What follows belongs to an exercise in optimizing a design on an open flow for small area, a short achievable clock period and few clock cycles; a production flow would make more cautious choices. RTL that was checked went through simulation tests only; none was proved equivalent to the original. Power and IR drop assume default switching activity.

== oak ==
Design request_queue_with_size_class_pool, start of the top module:
module request_queue_with_size_class_pool
(
    input  logic                                 clk,
    input  logic                                 rst_n,
    input  logic                                 s_tvalid,
    output logic                                 s_tready,
    input  logic [rqscp_pkg::S_TDATA_W-1:0]      s_tdata,
    input  logic [rqscp_pkg::S_TUSER_W-1:0]      s_tuser,
    output logic                                 m_tvalid,
    input  logic                                 m_tready,
    output logic [rqscp_pkg::M_TDATA_W-1:0]      m_tdata,
    output logic [rqscp_pkg::M_TUSER_W-1:0]      m_tuser,
    input  logic                                 cfg_we,
    input  logic [rqscp_pkg::CFG_ADDR_W-1:0]     cfg_addr,
    input  logic [rqscp_pkg::CFG_DATA_W-1:0]     cfg_wdata
);
    logic                                 step;
    logic [rqscp_pkg::CNT_W-1:0]          entry_count;
    logic                                 head_valid;
    logic [rqscp_pkg::ENTRY_W-1:0]        head;
    rqscp_ctrl u_ctrl
    (
        .clk      (clk),
        .rst_n    (rst_n),
        .s_tvalid (s_tvalid),
        .s_tready (s_tready),
        .m_tvalid (m_tvalid),
        .m_tready (m_tready),
        .step     (step)
    );
    rqscp_dpath u_dpath
    (
        .clk         (clk),
        .rst_n       (rst_n),
        .step        (step),
        .action      (s_tuser),
        .din         (s_tdata[rqscp_pkg::DATA_W-1:0]),
        .cfg_we      (cfg_we),
        .cfg_addr    (cfg_addr),
        .cfg_wdata   (cfg_wdata),
        .status      (m_tuser),
        .entry_count (entry_count),
        .head_valid  (head_valid),
        .head        (head)
    );
    assign m_tdata = {5'd0, head, head_valid, entry_count};
endmodule
Size: roughly 2,200 cells after synthesis, ~200 I/O pins, ~25,000 sq um of cells after synthesis.
export LEC_CHECK = 0
export CAP_MARGIN = 20
export CORE_MARGIN = 2
export CORE_UTILIZATION = 40
export SLEW_MARGIN = 20
export SYNTH_HIERARCHICAL = 1
export SYNTH_MINIMUM_KEEP_SIZE = 0
create_clock -name core_clock -period 5.0 [get_ports {clk}]
run.sh (not shown) runs the stock make flow with config.mk's settings and CLKGATE_MAP_FILE= SYNTH_SCRIPT=/design/flow/synth_recipe.tcl, a recipe that flattens the netlist after the stock synthesis.
Having completed the whole flow, oak delivered a layout that passed the timing, design-rule and antenna checks.
Inputs modified between oak and pine:
- putting SETUP_SLACK_MARGIN at 2.6 where nothing was set
## What came out
The static leakage of pine was inferior to that of oak.
pine reports a higher total power than oak does.
Summary of the comparison: wire length of the first global-routing pass is higher in pine, relative to oak.
Setup WNS oak -> pine: better
Looking only at design area, and setting everything else aside, the higher value of oak and pine goes to pine.
The proportion of power drawn by combinational gates in pine sits 2.7 points above the value recorded for oak.
No functional check of the RTL was part of any run of this note.

* * *

the reference run:
request_queue_with_size_class_pool, a different RTL version from the one above (not shown whole).
For scale: about 2200 cells after synthesis.
export LEC_CHECK = 0
export CAP_MARGIN = 20
export CORE_MARGIN = 2
export CORE_UTILIZATION = 45
export CTS_CLUSTER_DIAMETER = 80
export CTS_CLUSTER_SIZE = 20
export SETUP_SLACK_MARGIN = 2.65
export SLEW_MARGIN = 20
export SYNTH_HIERARCHICAL = 1
export SYNTH_MINIMUM_KEEP_SIZE = 0
create_clock -name core_clock -period 5.0 [get_ports {clk}]
standard.sh (not shown) runs the stock make flow with config.mk's settings and CLKGATE_MAP_FILE= SYNTH_SCRIPT=/design/flow/synth_recipe.tcl, a recipe that flattens the netlist after the stock synthesis.
==> flow/flow/run.sh <==
#!/bin/bash
set -euo pipefail
bash standard.sh "BUFFER_PORTS_ARGS=-buffer_cell sky130_fd_sc_hd__buf_2" finish > standard_flow.log 2>&1
Testbench counts of the reference run, summed over its fixed seeds: cycles 12,016.
Input-level comparison between the trial run and the reference run:
- changing CORE_UTILIZATION from 45 to 40
- changing SETUP_SLACK_MARGIN from 2.65 to 2.75
### Flow results
Going from the reference run to the trial run, clock skew saw an increase, highest ir drop seen on vdd saw an increase, post-CTS setup repair buffer count saw an increase, overall power consumption saw an increase, clock tree buffer count of the final layout saw a decrease.
Between the trial run and the reference run, the via count of the first global-routing pass is higher for the trial run.
The trial run vs the reference run, cell at the slowest stage of the critical path: dfstp_2 vs nand3b_1

==> afterwards: timing with drivers on the ports <==
Ports are ideal in the flow. The routed layouts listed here were re-timed in OpenROAD.
Step 1: set_driving_cell puts a clkbuf_16 on clk and a buf_2 on each other input, an assumption about the parent block.
Step 2 adds t to the input delays and takes it off the output delays; t is the mean of the earliest and latest rising clock arrival at the registers after step 1. Input paths then give back, and output paths get back, about the clock's delay inside the block.
Three values: ideal ports, drivers, drivers and shift; two values: the first two.
| run | t, ns | slack for setup (ns) | worst setup path at the end | cell pins on the clock port's net |
|---|---|---|---|---|
| oak | 0.661 | 1.026 / 1.063 / 0.402 | input to register | 1 |
| pine | 0.682 | 2.004 / 2.004 / 1.331 | input to register | 1 |
| the reference run | 0.650 | 2.593 / 2.551 / 2.007 | input to register | 1 |
| the trial run | 0.689 | 2.312 / 2.312 / 1.751 | input to register | 1 |
After both steps every run listed still meets setup and hold. For pine, which loses most, drivers alone change the setup slack by 0.000 ns; drivers and shift together by -0.673 ns.
